What follows belongs to an exercise in optimizing a design on an open flow for small area; a production flow would make more cautious choices. In this exercise RTL edits were held to simulation tests only and were not proved equivalent to the original. Power and IR drop assume default switching activity.

==> design/flow/design.v <==
`timescale 1ns/1ps
`default_nettype none
package notePkg;
	typedef logic [9:0] noteCoord;
	typedef logic [7:0] pixelXCoord;
	typedef logic [6:0] pixelYCoord;
	typedef logic [5:0] noteNumber;
	typedef logic [2:0] pixelColor;
	localparam int noteSpacing = 10;
	localparam int noteWidth = 2;
	localparam int noteHeight = 2;
	localparam pixelColor noteColor = 3'b011;
	localparam pixelColor backgroundColor = 3'b000;
endpackage
`default_nettype wire
`timescale 1ns/1ps
`default_nettype none
module carryPg
(
	input wire logic a,
	input wire logic b,
	output logic g,
	output logic p
);
	assign g = a && b;
	assign p = a ^ b;
endmodule
module carryMerge
(
	input wire logic gHigh,
	input wire logic pHigh,
	input wire logic gLow,
	input wire logic pLow,
	output logic g,
	output logic p
);
	assign g = gHigh || (pHigh && gLow);
	assign p = pHigh && pLow;
endmodule
module carryMergeG
(
	input wire logic gHigh,
	input wire logic pHigh,
	input wire logic gLow,
	output logic g
);
	assign g = gHigh || (pHigh && gLow);
endmodule
module queryAdder
(
	input wire logic [8:0] a,
	input wire logic [6:0] b,
	output logic [8:0] sum
);
	logic [6:0] g;
	logic [6:0] p;
	logic [7:1] carry;
	logic g32, p32, g54, p54, g64, p64;
	for (genvar i = 0; i < 7; i++)
	begin : bits
		carryPg pg (.a(a[i]), .b(b[i]), .g(g[i]), .p(p[i]));
	end
	assign carry[1] = g[0];
	carryMergeG m10 (.gHigh(g[1]), .pHigh(p[1]), .gLow(g[0]), .g(carry[2]));
	carryMerge m32 (.gHigh(g[3]), .pHigh(p[3]), .gLow(g[2]), .pLow(p[2]), .g(g32), .p(p32));
	carryMerge m54 (.gHigh(g[5]), .pHigh(p[5]), .gLow(g[4]), .pLow(p[4]), .g(g54), .p(p54));
	carryMergeG m20 (.gHigh(g[2]), .pHigh(p[2]), .gLow(carry[2]), .g(carry[3]));
	carryMergeG m30 (.gHigh(g32), .pHigh(p32), .gLow(carry[2]), .g(carry[4]));
	carryMerge m64 (.gHigh(g[6]), .pHigh(p[6]), .gLow(g54), .pLow(p54), .g(g64), .p(p64));
	carryMergeG m40 (.gHigh(g[4]), .pHigh(p[4]), .gLow(carry[4]), .g(carry[5]));
	carryMergeG m50 (.gHigh(g54), .pHigh(p54), .gLow(carry[4]), .g(carry[6]));
	carryMergeG m60 (.gHigh(g64), .pHigh(p64), .gLow(carry[4]), .g(carry[7]));
	assign sum[0] = p[0];
	assign sum[6:1] = p[6:1] ^ carry[6:1];
	assign sum[7] = a[7] ^ carry[7];
	assign sum[8] = a[8] ^ (a[7] && carry[7]);
endmodule
module lowestSetBit
(
	input wire logic [8:0] value,
	output logic [8:0] lowest
);
	logic low4;
	logic high4;
	assign low4 = |value[3:0];
	assign high4 = |value[7:4];
	assign lowest[0] = value[0];
	assign lowest[1] = value[1] && !value[0];
	assign lowest[2] = value[2] && !(|value[1:0]);
	assign lowest[3] = value[3] && !(|value[2:0]);
	assign lowest[4] = value[4] && !low4;
	assign lowest[5] = value[5] && !(low4 || value[4]);
	assign lowest[6] = value[6] && !(low4 || (|value[5:4]));
	assign lowest[7] = value[7] && !(low4 || (|value[6:4]));
	assign lowest[8] = !(low4 || high4);
endmodule
`default_nettype wire
`timescale 1ns/1ps
`default_nettype none
module noteHold
(
	input wire logic stored,
	input wire logic write,
	input wire logic hold,
	input wire logic flipData,
	output logic next
);
	assign next = !((stored || write) && (hold || flipData));
endmodule
`default_nettype wire
`timescale 1ns/1ps
`default_nettype none
module hitZeros3
(
	input wire logic [2:0] stored,
	input wire logic [2:0] must0,
	output logic ok
);
	assign ok = !((stored[0] && must0[0]) || (stored[1] && must0[1]) || (stored[2] && must0[2]));
endmodule
module hitZeros2
(
	input wire logic [1:0] stored,
	input wire logic [1:0] must0,
	output logic ok
);
	assign ok = !((stored[0] && must0[0]) || (stored[1] && must0[1]));
endmodule
module hitOnes2Chain
(
	input wire logic [1:0] stored,
	input wire logic [1:0] mustNot1,
	input wire logic okIn,
	output logic bad
);
	assign bad = !((stored[0] || mustNot1[0]) && (stored[1] || mustNot1[1]) && okIn);
endmodule
module hitOnes2
(
	input wire logic [1:0] stored,
	input wire logic [1:0] mustNot1,
	output logic bad
);
	assign bad = !((stored[0] || mustNot1[0]) && (stored[1] || mustNot1[1]));
endmodule
module hitOnes1
(
	input wire logic stored,
	input wire logic mustNot1,
	output logic ok
);
	assign ok = stored || mustNot1;
endmodule
module hitNone4
(
	input wire logic [3:0] bad,
	output logic ok
);
	assign ok = !(|bad);
endmodule
module hitAll3
(
	input wire logic [2:0] ok,
	output logic miss
);
	assign miss = !(&ok);
endmodule
module noteMatch
(
	input wire logic [16:0] stored,
	input wire logic [16:0] must0,
	input wire logic [16:0] mustNot1,
	output logic miss
);
	logic [2:0] yZerosOk;
	logic [3:0] yBad;
	logic yOk;
	logic [2:0] xZerosOk;
	logic [3:0] xBad;
	logic xOk;
	logic lastOk;
	hitZeros3 yZeros0 (.stored(stored[11:9]), .must0(must0[11:9]), .ok(yZerosOk[0]));
	hitZeros3 yZeros1 (.stored(stored[14:12]), .must0(must0[14:12]), .ok(yZerosOk[1]));
	hitZeros2 yZeros2 (.stored(stored[16:15]), .must0(must0[16:15]), .ok(yZerosOk[2]));
	hitOnes2Chain yOnes0 (.stored(stored[10:9]), .mustNot1(mustNot1[10:9]), .okIn(yZerosOk[0]), .bad(yBad[0]));
	hitOnes2Chain yOnes1 (.stored(stored[12:11]), .mustNot1(mustNot1[12:11]), .okIn(yZerosOk[1]), .bad(yBad[1]));
	hitOnes2Chain yOnes2 (.stored(stored[14:13]), .mustNot1(mustNot1[14:13]), .okIn(yZerosOk[2]), .bad(yBad[2]));
	hitOnes2 yOnes3 (.stored(stored[16:15]), .mustNot1(mustNot1[16:15]), .bad(yBad[3]));
	hitNone4 yAll (.bad(yBad), .ok(yOk));
	hitZeros3 xZeros0 (.stored(stored[2:0]), .must0(must0[2:0]), .ok(xZerosOk[0]));
	hitZeros3 xZeros1 (.stored(stored[5:3]), .must0(must0[5:3]), .ok(xZerosOk[1]));
	hitZeros3 xZeros2 (.stored(stored[8:6]), .must0(must0[8:6]), .ok(xZerosOk[2]));
	hitOnes2Chain xOnes0 (.stored(stored[1:0]), .mustNot1(mustNot1[1:0]), .okIn(xZerosOk[0]), .bad(xBad[0]));
	hitOnes2Chain xOnes1 (.stored(stored[3:2]), .mustNot1(mustNot1[3:2]), .okIn(xZerosOk[1]), .bad(xBad[1]));
	hitOnes2Chain xOnes2 (.stored(stored[5:4]), .mustNot1(mustNot1[5:4]), .okIn(xZerosOk[2]), .bad(xBad[2]));
	hitOnes2 xOnes3 (.stored(stored[7:6]), .mustNot1(mustNot1[7:6]), .bad(xBad[3]));
	hitOnes1 xOnes4 (.stored(stored[8]), .mustNot1(mustNot1[8]), .ok(lastOk));
	hitNone4 xAll (.bad(xBad), .ok(xOk));
	hitAll3 all (.ok({yOk, xOk, lastOk}), .miss(miss));
endmodule
`default_nettype wire
`timescale 1ns/1ps
`default_nettype none
module objetoNotas
(
	input wire logic clk,
	input wire logic reset,
	input wire logic [5:0] numeroNota,
	input wire logic [9:0] posicionYNotaCancion1,
	input wire logic cuente,
	input wire logic movimientoIzquierda,
	input wire logic movimientoDerecha,
	input wire logic [7:0] x,
	input wire logic [6:0] y,
	output logic [2:0] color,
	output logic notaActiva
);
	localparam int noteCount = 23;
	localparam logic [7:0] emptyCode = 8'h81;
	function automatic logic [8:0] add9(input logic [8:0] a, input logic [8:0] b);
		logic carry;
		carry = 1'b0;
		for (int i = 0; i < 9; i++)
		begin
			add9[i] = a[i] ^ b[i] ^ carry;
			carry = (a[i] && b[i]) || (carry && (a[i] ^ b[i]));
		end
	endfunction
	logic [8:0] scrollPhase;
	logic phase;
	logic [noteCount-1:0][16:0] noteStore;
	logic hit;
	logic [noteCount-1:0] writeSlot;
	logic [8:0] slotHalfX;
	logic [8:0] loadHalfX;
	logic [6:0] loadY;
	logic [2:0] loadYThermo;
	logic [7:0] loadYCode;
	logic [16:0] writeData;
	for (genvar i = 0; i < noteCount; i++)
	begin : decode
		assign writeSlot[i] = reset || (cuente && (numeroNota == 6'(i + 1)));
	end
	assign slotHalfX = 9'(numeroNota) + {1'b0, numeroNota, 2'b00};
	assign loadHalfX = scrollPhase + slotHalfX;
	assign loadY = posicionYNotaCancion1[6:0];
	assign loadYThermo = {loadY[1:0] == 2'd3, loadY[1], loadY[1:0] != 2'd0};
	logic [4:0] loadRow;
	logic [8:0] loadHalfXFlip;
	assign loadRow = loadY[6:2] ^ {phase, 1'b0, phase, 1'b0, phase};
	assign loadYCode = {loadRow ^ (loadRow >> 1), loadYThermo ^ {3{loadY[2] ^ phase}}};
	assign loadHalfXFlip = loadHalfX ^ {phase, 1'b0, phase, 1'b0, phase, 1'b0, phase, 1'b0, phase};
	assign writeData[8:0] = loadHalfXFlip ^ (loadHalfXFlip >> 1);
	assign writeData[16:9] = (reset || (posicionYNotaCancion1[9:7] != 3'd0)) ? (emptyCode ^ {8{phase}}) : loadYCode;
	logic [noteCount-1:0] holdSlot;
	logic [noteCount-1:0][16:0] noteNext;
	for (genvar i = 0; i < noteCount; i++)
	begin : slot
		assign holdSlot[i] = !writeSlot[i];
		for (genvar b = 0; b < 17; b++)
		begin : bits
			noteHold hold (
				.stored(noteStore[i][b]),
				.write(writeSlot[i]),
				.hold(holdSlot[i]),
				.flipData(writeData[b]),
				.next(noteNext[i][b])
			);
		end
		always_ff @(posedge clk)
		begin
			noteStore[i] <= noteNext[i];
		end
	end
	always_ff @(posedge clk)
	begin
		phase <= !phase;
	end
	logic scrollRight;
	assign scrollRight = !movimientoIzquierda;
	always_ff @(posedge clk)
	begin
		if (!cuente && (movimientoIzquierda || movimientoDerecha))
		begin
			scrollPhase <= add9(scrollPhase, {{6{scrollRight}}, !scrollRight, scrollRight, 1'b1});
		end
	end
	logic [8:0] queryHalfX;
	logic twoColumns;
	logic [8:0] queryHalfXFlip;
	logic [8:0] xGray;
	logic [8:0] xLowest;
	logic [8:0] xFree;
	logic [4:0] row;
	logic [4:0] rowFlip;
	logic [4:0] rowGray;
	logic [4:0] rowLowest;
	logic [4:0] rowFree;
	logic [1:0] yLow;
	logic [2:0] lowFree;
	logic [16:0] must1;
	logic [16:0] must0;
	logic [noteCount-1:0] noteMiss;
	queryAdder addQuery (.a(scrollPhase), .b(x[7:1]), .sum(queryHalfX));
	assign twoColumns = !x[0] && (x[7:1] != 7'd0);
	lowestSetBit lowest (.value(queryHalfX), .lowest(xLowest));
	assign xFree = twoColumns ? xLowest : 9'd0;
	assign queryHalfXFlip = queryHalfX ^ {phase, 1'b0, phase, 1'b0, phase, 1'b0, phase, 1'b0, phase};
	assign xGray = queryHalfXFlip ^ (queryHalfXFlip >> 1);
	assign row = y[6:2];
	assign rowFlip = row ^ {phase, 1'b0, phase, 1'b0, phase};
	assign rowGray = rowFlip ^ (rowFlip >> 1);
	for (genvar b = 0; b < 5; b++)
	begin : rowLow
		assign rowLowest[b] = row[b] && (row[b:0] == 5'(1 << b));
	end
	assign rowFree = y[1] ? 5'd0 : rowLowest;
	assign yLow = y[1:0];
	always_comb
	begin
		case (yLow)
			2'd0: lowFree = 3'b100;
			2'd1: lowFree = 3'b001;
			2'd2: lowFree = 3'b011;
			default: lowFree = 3'b110;
		endcase
	end
	logic [16:0] cubeValue;
	logic [16:0] cubeFree;
	assign cubeValue = {rowGray, {3{y[2] ^ (yLow == 2'd3) ^ phase}}, xGray};
	assign cubeFree = {rowFree, lowFree, xFree};
	assign must1 = (cubeValue & ~cubeFree) | {reset, 16'd0};
	assign must0 = (~cubeValue & ~cubeFree) | {reset, 16'd0};
	for (genvar i = 0; i < noteCount; i++)
	begin : test
		noteMatch match (
			.stored(noteStore[i]),
			.must0(must0),
			.mustNot1(~must1),
			.miss(noteMiss[i])
		);
	end
	always_ff @(posedge clk)
	begin
		hit <= !(&noteMiss);
	end
	assign notaActiva = hit;
	assign color = {1'b0, hit, hit};
endmodule
`default_nettype wire
==> design/flow/flow/run.sh <==
#!/bin/bash
# Standard layout, with its own clock-tree options and one extra step
# between synthesis and floorplan: every
# combinational cell that synthesis upsized goes back to its smallest drive
# strength (flow/downsize.py); the standard timing and design repair of the
# later steps upsizes or buffers again wherever it is needed.
set -euo pipefail
here=$(pwd)
bash standard.sh synth > "$here/synth.log" 2>&1
results=$(ls -d "$here"/orfs/results/*/objetoNotas/base)
platform_dir="$FLOW_HOME/platforms/$FLOW_PLATFORM"
python3 flow/downsize.py "$results/1_2_yosys.v" "$platform_dir/lib/sky130_fd_sc_hd__tt_025C_1v80.lib" > "$here/downsize.log" 2>&1
# Clock tree: larger sink clusters on clkbuf_8 and no dummy loads (the
# standard flow's H-tree balancing adds dozens of them)
export CTS_ARGS="-sink_clustering_enable -repair_clock_nets -sink_clustering_size 15 -sink_clustering_max_diameter 80 -buf_list sky130_fd_sc_hd__clkbuf_8 -dont_use_dummy_load"
# Port buffers: every input and output still gets one, as in the standard
# flow, but a plain buf_2 rather than the delay cell the flow picks by itself
export BUFFER_PORTS_ARGS="-buffer_cell sky130_fd_sc_hd__buf_2"
bash standard.sh > "$here/layout.log" 2>&1
==> design/flow/flow/downsize.py <==
#!/usr/bin/env python3
"""Swap combinational cells in a netlist for the smallest cell of the same
function (same base name, another drive strength) that the platform allows,
where the cell drives at most MAX_FANOUT pins. Flip-flops, buffers and
inverters are left alone, and so are cells that drive more pins, which
synthesis sized for their load; timing repair later in the flow upsizes
again wherever timing or slew needs it."""
import re, sys

MAX_FANOUT = 3
netlist, lib = sys.argv[1], sys.argv[2]
# the platform's dont-use cells: low-power and probe cells
dont_use = ["sky130_fd_sc_hd__lpflow_*", "sky130_fd_sc_hd__probe*"]
area = {}
for chunk in re.split(r'\n\s*cell\s*\(', open(lib).read())[1:]:
    name = re.match(r'\s*"?(\w+)"?\s*\)', chunk)
    a = re.search(r'\n\s*area\s*:\s*([\d.]+)', chunk)
    if name and a:
        area[name.group(1)] = float(a.group(1))
banned = set()
for pat in dont_use:
    rx = re.compile('^' + pat.replace('*', '.*') + '$')
    banned |= {c for c in area if rx.match(c)}
keep = re.compile(r'sky130_fd_sc_hd__(df|edf|sdf|dl|buf|clkbuf|inv|clkinv|bufinv|conb|tap|fill|decap|diode|dly|clkdly)')
best = {}
for c in area:
    if c in banned or keep.match(c):
        continue
    m = re.match(r'(sky130_fd_sc_hd__\w+?)_(\d+)$', c)
    if not m:
        continue
    base = m.group(1)
    key = (area[c], -int(m.group(2)))
    if base not in best or key < best[base][0]:
        best[base] = (key, c)

text = open(netlist).read()
inst_rx = re.compile(r'^(\s*)(sky130_fd_sc_hd__\w+)(\s+\S+\s*\()(.*?)\);', re.M | re.S)
conn_rx = re.compile(r'\.(\w+)\(([^()]*)\)')
outputs = {'X', 'Y', 'Q', 'Q_N', 'COUT', 'SUM', 'HI', 'LO'}
loads = {}
for m in inst_rx.finditer(text):
    for pin, net in conn_rx.findall(m.group(4)):
        if pin not in outputs:
            net = net.strip()
            loads[net] = loads.get(net, 0) + 1
count = 0
def swap(m):
    global count
    cell = m.group(2)
    b = re.match(r'(sky130_fd_sc_hd__\w+?)_(\d+)$', cell)
    if not b or keep.match(cell) or b.group(1) not in best:
        return m.group(0)
    fanout = max([loads.get(net.strip(), 0) for pin, net in conn_rx.findall(m.group(4)) if pin in outputs] or [0])
    if fanout > MAX_FANOUT:
        return m.group(0)
    new = best[b.group(1)][1]
    if new == cell:
        return m.group(0)
    count += 1
    return m.group(1) + new + m.group(3) + m.group(4) + ');'
text = inst_rx.sub(swap, text)
open(netlist, 'w').write(text)
print(f"downsize: {count} cells swapped")
==> design/flow/standard.sh <==
#!/bin/bash
# synth_recipe.tcl (not shown) runs the flow's synth.tcl, then flattens the netlist and writes it again
# the make line also repeats each setting of config.mk as NAME=value (left out here)
make -C /OpenROAD-flow-scripts/flow DESIGN_CONFIG=/design/flow/config.mk WORK_HOME=/design/flow/orfs CLKGATE_MAP_FILE= SYNTH_SCRIPT=/design/flow/synth_recipe.tcl "${@:-finish}"
==> design/flow/config.mk <==
export PLATFORM = sky130hd
export DESIGN_NAME = objetoNotas
export DESIGN_NICKNAME = objetoNotas
export VERILOG_FILES = /design/flow/design.v
export SDC_FILE = /design/flow/constraint.sdc
export NUM_CORES = 4
export LEC_CHECK = 0
export CAP_MARGIN = 20
export CORE_MARGIN = 2
export CORE_UTILIZATION = 40
export GPL_TIMING_DRIVEN = 0
export SLEW_MARGIN = 20
export SYNTH_HIERARCHICAL = 1
==> design/flow/constraint.sdc <==
create_clock -name core_clock -period 5.0 [get_ports {clk}]
set_input_delay 1.0000 -clock core_clock [delete_from_list [all_inputs] [get_ports {clk}]]
set_output_delay 1.0000 -clock core_clock [all_outputs]
set_load 0.01 [all_outputs]
==> load_flow_metrics.sql, run 1 <==
INSERT INTO impl_metrics (metric_group, metric, value, unit) VALUES
('placed_design', 'hpwlAfterDp', '38400', 'µm'),
('sta', 'timing.final.max_slew_violations', '0', ''),
('floorplan', 'fp.dieArea', '0.0422', 'mm²'),
('cells_and_area', 'final_net_count', '1709', ''),
('floorplan', 'die_y', '205', 'µm'),
('synth', 'synth.cell_area', '0.0162', 'mm²'),
('clock_network', 'clk_pin_slew', '100', 'ps'),
('global_route', 'grt_pass1_wl', '88200', 'µm'),
('floorplan', 'row_count', '73', ''),
('clock_network', 'post_cts_setup_inserts', '0', ''),
('setup_path', 'crit_top_cell', 'sky130_fd_sc_hd__a21o_1', ''),
('sta', 'max_slew_margin', '0.181', ''),
('routing', 'wl_per_cell', '27.6', 'µm'),
('routing', 'avgViaCountPerCell', '7.23', ''),
('cells_and_area', 'sequential_cell_area', '0.00814', 'mm²'),
('setup_path', 'critical_path_peak_fanout', '23', ''),
('global_route', 'grt_max_degree', '24', ''),
('sta', 'setup-violations-final', '0', ''),
('setup_path', 'delay_contributed_by_the_slowest_stage_of_the_critical_path', '680', 'ps'),
('clock_network', 'clkSinkCount', '402', ''),
('cells_and_area', 'layout.cells.non_filler', '2162', ''),
('clock_network', 'cts-root-buf', 'sky130_fd_sc_hd__clkbuf_8', ''),
('global_route', 'antenna_found_initial', '0', ''),
('clock_network', 'cts.hold.buffers_added', '0', ''),
('clock_network', 'cts_max_level', '1', ''),
('floorplan', 'die_w', '205', 'µm'),
('setup_path', 'cp.required', '5490', 'ps'),
('clock_network', 'cts_resized', '0', ''),
('sta', 'timing_worst_slew_pin_value', '1230', 'ps'),
('clock_network', 'tritoncts_clock_tree', 'done', ''),
('synth', 'post_synth.cell_area_avg', '10.7', 'µm²'),
('cells_and_area', 'multi_input_comb_area', '0.00817', 'mm²'),
('global_route', 'grt_pass1_vias', '14800', ''),
('cells_and_area', 'areaGrowthSynthToFinish', '14.5', '%'),
('sta', 'fin_worst_skew', '34.5', 'ps'),
('routing', 'drt-pass1-iter-count', '9', ''),
('cells_and_area', 'fraction_of_final_layout_cells_with_drive_strength_greater_than_1', '0.122', ''),
('cells_and_area', 'diodes', '0', ''),
('setup_path', 'crit_path_cell_trace', 'ha_1, a21o_1, a21o_1, a21o_1, ha_1, xor2_1, xor2_1, nand2_1, or2_2, nand3_1, nand4_1, nor4_1, nand2_1', ''),
('synth', 'syn-num-nets', '1591', ''),
('flow_run', 'timing.max_cap.violations', '0', ''),
('pwr', 'power_per_cell_area', '684', 'mW/mm²'),
('setup_path', 'crit_arrival', '4840', 'ps'),
('global_route', 'globalRouteTotalUtil', '0.274', ''),
('routing', 'drt_iter0_markers', '2056', ''),
('routing', 'vias', '15600', ''),
('cells_and_area', 'fillerInstances', '3725', ''),
('sta', 'final.period_utilization', '0.871', ''),
('sta', 'setup_repair_after_global_routing_missed_its_margin', 'no', ''),
('setup_path', 'cp_num_buf_inv', '0', ''),
('setup_path', 'start_kind', 'flip-flop', ''),
('setup_path', 'timing.critical_path.to_type', 'flip-flop', ''),
('synth', 'post_synth_inst_count', '1521', ''),
('clock_network', 'clock_latency_on_the_worst_skew_pair', '620', 'ps'),
('placed_design', 'numPlacedInstances', '2132', ''),
('floorplan', 'top_level_ports', '40', ''),
('global_route', 'congestion_overflow_gr', '0', ''),
('pwr', 'power.ir.vdd_worst', '0.000673', 'V'),
('run_status', 'outcome', 'finished clean', ''),
('clock_network', 'clock_path_buffers', '3', ''),
('sta', 'maxClockFrequency', '0.230', 'GHz'),
('setup_path', 'critical-path-top-delay-family', 'simple AND/OR/NAND/NOR gates', ''),
('routing', 'drc', '0', ''),
('pwr', 'power.static_leakage', '0.00670', 'µW'),
('floorplan', 'design.core.area', '0.0399', 'mm²'),
('routing', 'number_of_routed_nets_with_antenna_violations', '0', ''),
('setup_path', 'slowest_stage', 'sky130_fd_sc_hd__nand2_1', ''),
('worst_hold_path', 'hp-class', 'flip-flop to flip-flop', ''),
('sta', 'finalCriticalPeriod', '4360', 'ps'),
('sta', 'smallest_hold_slack', '471', 'ps'),
('clock_network', 'tritoncts.num_buffers', '30', ''),
('floorplan', 'start_util', '0.406', ''),
('synth', 'yosysWarningCount', '7', ''),
('placed_design', 'routabilityCongestion', '0.797', ''),
('sta', 'report.final.hold_viol_count', '0', ''),
('routing', 'postRouteWirelength', '59800', 'µm'),
('placed_design', 'place.port_buffers', '36', ''),
('setup_path', 'timing.setup.critical_path_class', 'flip-flop to flip-flop', '');
cells in the final DEF, fill, tap and decap left out, drive strengths merged, types with 6 or more instances in the layout:
cell type  count
o22ai        437
dfxtp        393
o221ai       138
a222oi       115
buf           94
nor4          53
inv           43
xnor2         39
a21o          36
clkbuf        36
nand2         34
nand3         25
or2           23
a22oi         23
ha            22
xor2          21
nor2          18
a21oi         14
fa            12
edfxtp         9
o21ai          8
nor2b          6
path summary, 6_finish.rpt:
path,cells past startpoint,slack (ps),to,start
worst max register to register,13,640,hit,scrollPhase[1]
worst min-delay path,1,470,noteStore[331],noteStore[331]
worst min register to register,1,470,noteStore[331],noteStore[331]
worst max-delay path,13,640,hit,scrollPhase[1]
power breakdown:
| group | internal [µW] | switching, µW |
|---|---|---|
| sequential | 4230 | 749 |
| clock | 535 | 1010 |
| combinational | 2440 | 3750 |
layer usage:
layer	vias up	part of all wire	GRT usage
met2	900	0.47	0.458
met1	7643	0.40	0.354
met4	0	0.043	0.128
met5	-	0	0
met3	211	0.085	0.0336
li1	6873	-	-
cell type report:
type / count / share of cell area
sequential: 402 / 0.438
buffer: 14 / 0.00431
multi-input combinational: 1062 / 0.440
clock buffer: 30 / 0.0222
tap: 525 / 0.0354
timing repair buffer: 86 / 0.0517
inverter: 43 / 0.00869
stage by stage:
step | instance area [µm²] | power [µW] | setup TNS, ps | worst slack (ps) | utilization
global route | 18600 | 13200 | 0 | 394 | 0.465
finish | 18600 | 12700 | 0 | 644 | 0.465
global placement | 17100 | 10200 | -83770 | -1520 | 0.427
CTS | 18600 | 12500 | 0 | 674 | 0.465
floorplan | 16200 | 8290 | 0 | 668 | -
detailed placement | 18200 | 11000 | 0 | 89.6 | 0.455
state kept, by name, summed over array words and instances (netlist names):
signal,flops
noteStore,391
scrollPhase,9
hit,1
phase,1
worst register-to-register path: cells and delay by family (launching register included):
| family | cells | cell delay, ps |
|---|---|---|
| and+or+nand+nor | 6 | 2040 |
| xor gates and xnor gates | 2 | 540 |
| AOI/OAI and AO/OA | 3 | 600 |
| adders and majority gates | 2 | 550 |
| DFF | 1 | 510 |
==> inputs of run 2 (changes only) <==
--- a/design/flow/config.mk
+++ b/design/flow/config.mk
@@ -6,8 +6,8 @@
 export NUM_CORES = 4
 export LEC_CHECK = 0
-export CAP_MARGIN = 20
+export CAP_MARGIN = 5
 export CORE_MARGIN = 2
 export CORE_UTILIZATION = 40
 export GPL_TIMING_DRIVEN = 0
-export SLEW_MARGIN = 20
+export SLEW_MARGIN = 5
 export SYNTH_HIERARCHICAL = 1
==> run 2 against run 1 <==
Synthesized area stayed put. Sequential share of layout area is 0.49 points higher. Core utilization is 0.51 points lower. Largest power group unchanged.
==> load_flow_metrics.sql, run 2 <==
INSERT INTO impl_metrics (metric_group, metric, value, unit) VALUES
('setup_path', 'timing.critical_path.to_type', 'flip-flop', ''),
('placed_design', 'routabilityCongestion', '0.797', ''),
('pwr', 'power_report.internal_total', '7120', 'µW'),
('routing', 'vias', '15600', ''),
('synth', 'post_synth_inst_count', '1521', ''),
('clock_network', 'cts_max_level', '1', ''),
('sta', 'setup-violations-final', '0', ''),
('routing', 'postRouteWirelength', '59500', 'µm'),
('cells_and_area', 'final_net_count', '1696', ''),
('setup_path', 'crit_arrival', '5340', 'ps'),
('sta', 'timing_worst_slew_pin_value', '1440', 'ps'),
('pwr', 'power.static_leakage', '0.00661', 'µW'),
('floorplan', 'die_w', '205', 'µm'),
('worst_hold_path', 'hp-class', 'flip-flop to flip-flop', ''),
('global_route', 'grt_pass1_wl', '87900', 'µm'),
('placed_design', 'hpwlAfterDp', '37100', 'µm'),
('setup_path', 'critical_path_peak_fanout', '23', ''),
('clock_network', 'clock_latency_on_the_worst_skew_pair', '640', 'ps'),
('routing', 'wl_per_cell', '27.7', 'µm'),
('pwr', 'power_per_cell_area', '686', 'mW/mm²'),
('floorplan', 'die_y', '205', 'µm'),
('cells_and_area', 'fraction_of_final_layout_cells_with_drive_strength_greater_than_1', '0.107', ''),
('clock_network', 'post_cts_setup_inserts', '0', ''),
('flow_run', 'timing.max_cap.violations', '0', ''),
('floorplan', 'fp.dieArea', '0.0422', 'mm²'),
('sta', 'maxClockFrequency', '0.207', 'GHz'),
('cells_and_area', 'reg_top3', 'noteStore: 391 flops, scrollPhase: 9 flops', ''),
('run_status', 'outcome', 'finished clean', ''),
('setup_path', 'cp.required', '5510', 'ps'),
('cells_and_area', 'final_common_cell', 'sky130_fd_sc_hd__o22ai_1', ''),
('global_route', 'grt_pass1_vias', '14700', ''),
('placed_design', 'place.port_buffers', '36', ''),
('worst_hold_path', 'hold_startpoint', 'noteStore[144]', ''),
('sta', 'report.final.hold_viol_count', '0', ''),
('floorplan', 'start_util', '0.406', ''),
('synth', 'post_synth.cell_area_avg', '10.7', 'µm²'),
('pwr', 'power_switching', '5490', 'µW'),
('clock_network', 'cts.hold.buffers_added', '0', ''),
('global_route', 'globalRouteTotalUtil', '0.275', ''),
('clock_network', 'clock_path_buffers', '3', ''),
('sta', 'timing.final.max_slew_violations', '0', ''),
('cells_and_area', 'largest_register_ff_count', '391', ''),
('sta', 'setup_repair_after_global_routing_missed_its_margin', 'no', ''),
('clock_network', 'tritoncts_clock_tree', 'done', ''),
('cells_and_area', 'largest_register', 'noteStore', ''),
('sta', 'finalCriticalPeriod', '4840', 'ps'),
('routing', 'avgViaCountPerCell', '7.24', ''),
('global_route', 'congestion_overflow_gr', '0', ''),
('synth', 'yosysWarningCount', '7', ''),
('setup_path', 'r2r_slack', '160', 'ps'),
('global_route', 'grt_max_degree', '24', ''),
('pwr', 'clock_power_share', '0.123', ''),
('clock_network', 'cts-root-buf', 'sky130_fd_sc_hd__clkbuf_8', ''),
('cells_and_area', 'layout.cells.non_filler', '2149', ''),
('sta', 'max_slew_margin', '0.0395', ''),
('floorplan', 'top_level_ports', '40', ''),
('floorplan', 'row_count', '73', ''),
('worst_hold_path', 'hold-path-endpoint', 'noteStore[144]', ''),
('cells_and_area', 'areaGrowthSynthToFinish', '13.3', '%'),
('clock_network', 'clkSinkCount', '402', ''),
('clock_network', 'clk_pin_slew', '100', 'ps'),
('synth', 'syn-num-nets', '1591', ''),
('setup_path', 'start_kind', 'flip-flop', ''),
('setup_path', 'timing.setup.critical_path_class', 'flip-flop to flip-flop', ''),
('routing', 'number_of_routed_nets_with_antenna_violations', '0', ''),
('synth', 'synth.cell_area', '0.0162', 'mm²'),
('sta', 'final.period_utilization', '0.967', ''),
('routing', 'drt_iter0_markers', '2290', ''),
('pwr', 'total_power', '12600', 'µW'),
('cells_and_area', 'layout_common_cells', 'sky130_fd_sc_hd__o22ai_1, sky130_fd_sc_hd__dfxtp_1, sky130_fd_sc_hd__o221ai_1', ''),
('placed_design', 'numPlacedInstances', '2119', ''),
('routing', 'drc', '0', ''),
('clock_network', 'tritoncts.num_buffers', '30', ''),
('clock_network', 'cts_resized', '0', ''),
('pwr', 'seq_power_share', '0.395', ''),
('pwr', 'power.ir.vdd_worst', '0.000660', 'V'),
('pwr', 'comb_power_share', '0.482', ''),
('pwr', 'power_switching_share', '0.435', ''),
('floorplan', 'design.core.area', '0.0399', 'mm²'),
('worst_hold_path', 'holdPathStages', '1', ''),
('global_route', 'antenna_found_initial', '0', ''),
('setup_path', 'rr_startpoint', 'scrollPhase[1]', ''),
('sta', 'fin_worst_skew', '21.8', 'ps'),
('cells_and_area', 'diodes', '0', ''),
('routing', 'drt-pass1-iter-count', '7', ''),
('setup_path', 'worst_r2r_endpoint', 'hit', ''),
('setup_path', 'cells_on_worst_reg2reg_path', '15', '');
run 2: stage by stage:
stage | TNS [ps] | worst slack, ps | area, µm² | utilization | hold slack, ps
floorplan | 0 | 668 | 16200 | - | 436
global placement | -83770 | -1520 | 17100 | 0.427 | 450
detailed placement | -269 | -269 | 18000 | 0.450 | 458
CTS | 0 | 331 | 18400 | 0.460 | 472
global route | 0 | 5.21 | 18400 | 0.460 | 489
finish | 0 | 164 | 18400 | 0.460 | 472
run 2: routing by layer:
metal  share of wire  wire [µm]  up-vias  global-route usage
li1                -          -     6831                   -
met1            0.40      23600     7592               0.357
met2            0.47      27700      916               0.454
met3           0.091       5390      230              0.0366
met4           0.046       2740        0               0.127
met5               0          0        -                   0
run 2: worst max path at each step:
stage / startpoint / to / slack (ps) / cells past startpoint
2_1_floorplan: x[2] / hit / 670 / 16
3_3_place_gp: numeroNota[1] / noteStore[109] / -1520 / 9
3_5_place_dp: x[2] / hit / -270 / 16
4_1_cts: scrollPhase[1] / hit / 330 / 15
5_1_grt: scrollPhase[1] / hit / 5 / 15
6_report: scrollPhase[1] / hit / 160 / 15
run 2: final cells by class:
type                       instances  area [µm²]
tap                              525         657
multi-input combinational       1062        8130
sequential                       402        8140
inverter                          43         161
clock buffer                      30         413
fill                            3731       21500
timing repair buffer              73         793
buffer                            14        80.1
run 2: critical path: stages, from the launching register on:
cell and delay (ps):
sky130_fd_sc_hd__edfxtp_1 490, sky130_fd_sc_hd__ha_1 360, sky130_fd_sc_hd__a21o_1 220, sky130_fd_sc_hd__a21o_1 210
sky130_fd_sc_hd__a21o_1 170, sky130_fd_sc_hd__ha_1 180, sky130_fd_sc_hd__xor2_1 180, sky130_fd_sc_hd__xor2_1 360
sky130_fd_sc_hd__xor2_1 310, sky130_fd_sc_hd__nand2_1 830, sky130_fd_sc_hd__o22ai_1 460, sky130_fd_sc_hd__nor4_1 90
sky130_fd_sc_hd__nand3_1 130, sky130_fd_sc_hd__nand4_1 130, sky130_fd_sc_hd__nor4_1 410, sky130_fd_sc_hd__nand2_1 170
run 2: power groups by stage:
stage | combinational, µW | clock [µW] | sequential (µW)
floorplan | 3450 | 0 | 4830
global placement | 5210 | 0 | 4980
detailed placement | 5910 | 0 | 5020
CTS | 5910 | 1580 | 4950
global route | 6320 | 1680 | 5100
finish | 6070 | 1550 | 4980
==> inputs of run 3 (changes only) <==
--- a/design/flow/config.mk
+++ b/design/flow/config.mk
@@ -6,8 +6,8 @@
 export NUM_CORES = 4
 export LEC_CHECK = 0
-export CAP_MARGIN = 5
+export CAP_MARGIN = 0
 export CORE_MARGIN = 2
 export CORE_UTILIZATION = 40
 export GPL_TIMING_DRIVEN = 0
-export SLEW_MARGIN = 5
+export SLEW_MARGIN = 0
 export SYNTH_HIERARCHICAL = 1
==> run 3 against run 2 <==
Synthesized area unchanged. Global-route usage increased by 0.22 points. First-iteration DRC count is 5.8% lower. Core utilization down 0.35 points. Clock skew shrank 13 ps. Register-to-register slack better by 80 ps. Final cell count shrank 0.33%. Sequential cell count unchanged. Routed wire length rose by 0.42%. Combinational power fell by 3%. Hold slack worse by 0.58 ps. Critical path type unchanged.
==> load_flow_metrics.sql, run 3 <==
INSERT INTO impl_metrics (metric_group, metric, value, unit) VALUES
('sta', 'setup_repair_after_global_routing_missed_its_margin', 'no', ''),
('sta', 'finalCriticalPeriod', '4760', 'ps'),
('clock_network', 'clock_path_buffers', '3', ''),
('cells_and_area', 'areaGrowthSynthToFinish', '12.4', '%'),
('synth', 'synth.cell_area', '0.0162', 'mm²'),
('cells_and_area', 'multi_input_comb_area', '0.00812', 'mm²'),
('pwr', 'power_report.internal_total', '6940', 'µW'),
('sta', 'smallest_hold_slack', '472', 'ps'),
('routing', 'postRouteWirelength', '59700', 'µm'),
('clock_network', 'cts_max_level', '1', ''),
('cells_and_area', 'sequential_cell_area', '0.00814', 'mm²'),
('routing', 'drc', '0', ''),
('cells_and_area', 'fillerInstances', '3740', ''),
('placed_design', 'hpwlAfterDp', '36600', 'µm'),
('cells_and_area', 'largest_register', 'noteStore', ''),
('clock_network', 'clk_pin_slew', '100', 'ps'),
('sta', 'timing_worst_slew_pin_value', '1460', 'ps'),
('synth', 'post_synth_inst_count', '1521', ''),
('global_route', 'grt_pass1_vias', '14700', ''),
('pwr', 'comb_power_share', '0.473', ''),
('floorplan', 'design.core.area', '0.0399', 'mm²'),
('sta', 'maxClockFrequency', '0.210', 'GHz'),
('synth', 'syn-num-nets', '1591', ''),
('run_status', 'outcome', 'finished clean', ''),
('global_route', 'congestion_overflow_gr', '0', ''),
('setup_path', 'crit_arrival', '5270', 'ps'),
('setup_path', 'critical_path_peak_fanout', '23', ''),
('routing', 'vias', '15600', ''),
('clock_network', 'clkSinkCount', '402', ''),
('sta', 'timing.final.max_slew_violations', '0', ''),
('cells_and_area', 'diodes', '0', ''),
('global_route', 'antenna_found_initial', '1', ''),
('setup_path', 'timing.critical_path.to_type', 'flip-flop', ''),
('pwr', 'power_per_cell_area', '680', 'mW/mm²'),
('placed_design', 'place_ws', '-236', 'ps'),
('sta', 'setup-violations-final', '0', ''),
('clock_network', 'cts_resized', '0', ''),
('routing', 'avgViaCountPerCell', '7.29', ''),
('pwr', 'clock_power_share', '0.126', ''),
('sta', 'max_slew_margin', '0.0258', ''),
('sta', 'fin_worst_skew', '8.59', 'ps'),
('sta', 'post-route-worst-setup-slack', '243', 'ps'),
('clock_network', 'tritoncts_clock_tree', 'done', ''),
('clock_network', 'post_cts_setup_inserts', '0', ''),
('clock_network', 'clock_latency_on_the_worst_skew_pair', '650', 'ps'),
('sta', 'tns', '0', 'ps'),
('routing', 'drt-pass1-iter-count', '10', ''),
('cells_and_area', 'final_common_cell', 'sky130_fd_sc_hd__o22ai_1', ''),
('global_route', 'globalRouteTotalUtil', '0.277', ''),
('routing', 'drt_iter0_markers', '2158', ''),
('global_route', 'grt_pass1_wl', '88400', 'µm'),
('sta', 'final.period_utilization', '0.951', ''),
('clock_network', 'cts.hold.buffers_added', '0', ''),
('pwr', 'power_switching_share', '0.440', ''),
('setup_path', 'delay_contributed_by_the_slowest_stage_of_the_critical_path', '830', 'ps'),
('setup_path', 'timing.setup.critical_path_class', 'flip-flop to flip-flop', ''),
('setup_path', 'crit_path_cell_trace', 'ha_1, a21o_1, a21o_1, a21o_1, ha_1, xor2_1, xor2_1, xor2_1, nand2_1, o22ai_1, nor4_1, nand3_1, nand4_1, nor4_1, nand2_1', ''),
('floorplan', 'start_util', '0.406', ''),
('floorplan', 'die_y', '205', 'µm'),
('floorplan', 'fp.dieArea', '0.0422', 'mm²'),
('pwr', 'power.ir.vdd_worst', '0.000622', 'V'),
('cells_and_area', 'final_net_count', '1689', ''),
('cells_and_area', 'largest_register_ff_count', '391', ''),
('routing', 'wl_per_cell', '27.9', 'µm'),
('synth', 'yosysWarningCount', '7', ''),
('cells_and_area', 'postLayoutCoreUtil', '0.457', ''),
('floorplan', 'top_level_ports', '40', ''),
('flow_run', 'timing.max_cap.violations', '0', ''),
('pwr', 'power.static_leakage', '0.00654', 'µW'),
('global_route', 'grt_max_degree', '24', ''),
('clock_network', 'cts-root-buf', 'sky130_fd_sc_hd__clkbuf_8', ''),
('synth', 'post_synth.cell_area_avg', '10.7', 'µm²'),
('cells_and_area', 'reg_top3', 'noteStore: 391 flops, scrollPhase: 9 flops', ''),
('cells_and_area', 'fraction_of_final_layout_cells_with_drive_strength_greater_than_1', '0.103', ''),
('sta', 'report.final.hold_viol_count', '0', ''),
('floorplan', 'die_w', '205', 'µm'),
('cells_and_area', 'layout_common_cells', 'sky130_fd_sc_hd__o22ai_1, sky130_fd_sc_hd__dfxtp_1, sky130_fd_sc_hd__o221ai_1', ''),
('pwr', 'seq_power_share', '0.401', ''),
('routing', 'number_of_routed_nets_with_antenna_violations', '0', ''),
('placed_design', 'place.port_buffers', '36', ''),
('setup_path', 'slowest_stage', 'sky130_fd_sc_hd__nand2_1', ''),
('setup_path', 'start_kind', 'flip-flop', ''),
('setup_path', 'cp.required', '5510', 'ps'),
('placed_design', 'routabilityCongestion', '0.797', ''),
('clock_network', 'tritoncts.num_buffers', '30', ''),
('pwr', 'power_switching', '5460', 'µW'),
('floorplan', 'row_count', '73', ''),
('worst_hold_path', 'hp-class', 'flip-flop to flip-flop', '');
-- run 3: power by group through the flow --
stage / Sequential [µW] / Clock (µW) / Combinational [µW]
finish: 4970 / 1560 / 5870
global route: 5100 / 1690 / 6130
CTS: 4940 / 1580 / 5710
detailed placement: 5020 / 0 / 5700
global placement: 4980 / 0 / 5210
floorplan: 4830 / 0 / 3450
-- run 3: metal layers --
metal,track usage,share of wire
met5,0,0.00022
met4,0.137,0.045
met3,0.0358,0.096
met2,0.459,0.46
met1,0.357,0.39
-- run 3: worst paths after layout --
kind	cells past startpoint	end	startpoint	slack [ps]
max	15	hit	scrollPhase[1]	240
min	1	noteStore[144]	noteStore[144]	470
max reg2reg	15	hit	scrollPhase[1]	240
min reg2reg	1	noteStore[144]	noteStore[144]	470
-- run 3: final cells by class --
class	count	area share
Tap cell	525	0.0360
Buffer	14	0.00439
Clock buffer	30	0.0226
Multi-Input combinational cell	1062	0.445
Sequential cell	402	0.446
Inverter	43	0.00885
Timing Repair Buffer	66	0.0368
-- run 3: worst max-delay path: cells and delay by family (launching register included) --
| family | cells | cell delay [ps] |
|---|---|---|
| XOR/XNOR | 3 | 840 |
| flip-flops | 1 | 490 |
| adder cells (fa/ha/maj) | 2 | 540 |
| AO/OA/AOI/OAI | 4 | 960 |
| AND/OR/NAND/NOR | 6 | 1760 |
-- run 3: metrics by stage --
step	cells	total power (µW)	instance area, µm²
final	2142	12400	18200
after global routing	2142	12900	18200
after CTS	2142	12200	18200
after detailed placement	2112	10700	17800
after global placement	2082	10200	17100
after floorplan	1521	8290	16200
==> inputs of run 4 (changes only) <==
--- a/design/flow/config.mk
+++ b/design/flow/config.mk
@@ -8,5 +8,5 @@
 export CAP_MARGIN = 0
 export CORE_MARGIN = 2
-export CORE_UTILIZATION = 40
+export CORE_UTILIZATION = 45
 export GPL_TIMING_DRIVEN = 0
 export SLEW_MARGIN = 0
==> run 4 against run 3 <==
Still clean. Sequential share of layout area rose by 0.41 points. Register-to-register slack better by 99 ps. Final cell count is 3.3% lower. Worst setup slack better by 99 ps. First-iteration DRC count shrank 5.3%. Hold slack got worse by 3.8 ps. Sequential power about the same. Synthesized area unchanged. Final area is 0.91% lower. Clock-buffer cell count unchanged. Largest cell class unchanged.
==> load_flow_metrics.sql, run 4 <==
INSERT INTO impl_metrics (metric_group, metric, value, unit) VALUES
('cells_and_area', 'postLayoutCoreUtil', '0.508', ''),
('setup_path', 'timing.setup.critical_path_class', 'flip-flop to flip-flop', ''),
('clock_network', 'clock_latency_on_the_worst_skew_pair', '640', 'ps'),
('cells_and_area', 'stdcell_area', '0.0181', 'mm²'),
('floorplan', 'row_count', '69', ''),
('routing', 'number_of_routed_nets_with_antenna_violations', '0', ''),
('setup_path', 'worst_r2r_endpoint', 'hit', ''),
('flow_run', 'timing.max_cap.violations', '0', ''),
('cells_and_area', 'final_common_cell', 'sky130_fd_sc_hd__o22ai_1', ''),
('cells_and_area', 'reg_top3', 'noteStore: 391 flops, scrollPhase: 9 flops', ''),
('cells_and_area', 'final_net_count', '1683', ''),
('placed_design', 'hpwlAfterDp', '36800', 'µm'),
('global_route', 'grt_pass1_vias', '14700', ''),
('placed_design', 'place.port_buffers', '36', ''),
('floorplan', 'die_y', '194', 'µm'),
('global_route', 'antenna_found_initial', '0', ''),
('routing', 'wl_per_cell', '28.7', 'µm'),
('global_route', 'globalRouteTotalUtil', '0.303', ''),
('sta', 'fin_worst_skew', '15.9', 'ps'),
('pwr', 'seq_power_share', '0.407', ''),
('setup_path', 'cells_on_worst_reg2reg_path', '14', ''),
('routing', 'drc', '0', ''),
('clock_network', 'cts_resized', '0', ''),
('routing', 'avgViaCountPerCell', '7.41', ''),
('cells_and_area', 'diodes', '0', ''),
('clock_network', 'clkSinkCount', '402', ''),
('clock_network', 'post_cts_setup_inserts', '0', ''),
('sta', 'smallest_hold_slack', '468', 'ps'),
('clock_network', 'cts-root-buf', 'sky130_fd_sc_hd__clkbuf_8', ''),
('placed_design', 'dpl-instance-area', '0.0177', 'mm²'),
('run_status', 'outcome', 'finished clean', ''),
('sta', 'timing_worst_slew_pin_value', '1420', 'ps'),
('clock_network', 'clk_pin_slew', '110', 'ps'),
('routing', 'vias', '15400', ''),
('cells_and_area', 'areaGrowthSynthToFinish', '11.4', '%'),
('pwr', 'power_switching', '5420', 'µW'),
('routing', 'drt_iter0_markers', '2044', ''),
('pwr', 'power_report.internal_total', '6830', 'µW'),
('synth', 'yosysWarningCount', '7', ''),
('setup_path', 'timing.critical_path.to_type', 'flip-flop', ''),
('worst_hold_path', 'hp-class', 'flip-flop to flip-flop', ''),
('sta', 'final.period_utilization', '0.932', ''),
('pwr', 'power_per_cell_area', '678', 'mW/mm²'),
('setup_path', 'crit_path_cell_trace', 'ha_1, a21o_1, a21o_1, a21o_1, xor2_1, xnor2_1, xnor2_1, nand2_1, o22ai_1, nor4_1, nand3_1, nand4_1, nor4_1, nand2_1', ''),
('routing', 'postRouteWirelength', '59500', 'µm'),
('sta', 'setup-violations-final', '0', ''),
('setup_path', 'start_kind', 'flip-flop', ''),
('setup_path', 'slowest_stage', 'sky130_fd_sc_hd__nand2_1', ''),
('clock_network', 'clock_path_buffers', '3', '');
-- run 4: layout make-up --
cell class	instances	area, µm²	share of cell area
multi-input cells	1062	8120	0.449
well taps	461	577	0.0319
inverters	43	161	0.00893
clock buffers	30	413	0.0229
plain buffers	14	80.1	0.00443
flip-flops and latches	402	8140	0.450
repair buffers	60	582	0.0322
-- run 4: stage by stage --
step | cells | power, µW
2_1_floorplan | 1521 | 8290
6_report | 2072 | 12300
4_1_cts | 2072 | 12100
3_3_place_gp | 2018 | 10200
3_5_place_dp | 2042 | 10600
5_1_grt | 2072 | 12800
-- run 4: worst max-delay path, delay by kind of cell, from the launching register on --
family                     cells  cell delay (ps)
adders and majority gates      1              370
AOI/OAI and AO/OA              4             1050
xor gates and xnor gates       3              840
DFF                            1              520
and+or+nand+nor                6             1710
-- run 4: routing by layer --
metal / track usage / wire length, µm
met4: 0.120 / 2120
met3: 0.0560 / 5840
met5: 0 / 0
met1: 0.399 / 24100
met2: 0.492 / 27400
-- run 4: worst max-delay path by stage --
| stage | startpoint | endpoint | cells past startpoint |
|---|---|---|---|
| global placement | numeroNota[1] | noteStore[7] | 9 |
| detailed placement | x[2] | hit | 16 |
| finish | scrollPhase[1] | hit | 14 |
| CTS | scrollPhase[1] | hit | 15 |
| global route | scrollPhase[1] | hit | 14 |
| floorplan | x[2] | hit | 16 |
-- run 4: power groups by stage --
stage / clock network (µW) / logic, µW / registers, µW
after floorplan: 0 / 3450 / 4830
after global placement: 0 / 5220 / 5000
after detailed placement: 0 / 5550 / 5030
after CTS: 1590 / 5550 / 4960
after global routing: 1690 / 5970 / 5110
final: 1560 / 5710 / 4990

[what the ideal ports hide]
Ports are ideal in the flow. The routed layouts listed here were re-timed in OpenROAD.
Step 1 sets driving cells, clkbuf_16 on the clock port and buf_2 on the other inputs (assumed; they add their load-dependent delay and slew).
Step 2, shift: input delay + t, output delay - t, t = (earliest + latest rising clock arrival at the registers) / 2. This alone moves slack from input paths to output paths.
a / b / c = ideal ports / drivers / drivers and shift; a / b = the first two.
run | t, ns | setup WS [ns] | hold slack, ns | latest minus earliest clock arrival (ns) | worst slew at a driven data input, ns
run 1 | 0.658 | 0.644 / 0.644 / 0.090 | 0.471 / 0.471 / 0.471 | 0.045 / 0.044 | 0.04
run 2 | 0.678 | 0.164 / 0.164 / -0.402 | 0.472 / 0.472 / 0.472 | 0.023 / 0.023 | 0.03
run 3 | 0.696 | 0.243 / 0.243 / -0.316 | 0.472 / 0.472 / 0.472 | 0.015 / 0.015 | 0.04
run 4 | 0.678 | 0.342 / 0.342 / -0.179 | 0.468 / 0.468 / 0.468 | 0.018 / 0.018 | 0.03
Met with ideal ports but missed after step 2: setup timing in run 2, run 3 and run 4. The setup slack of run 2, which loses most, moves by 0.000 ns with the drivers and by -0.566 ns with both steps.
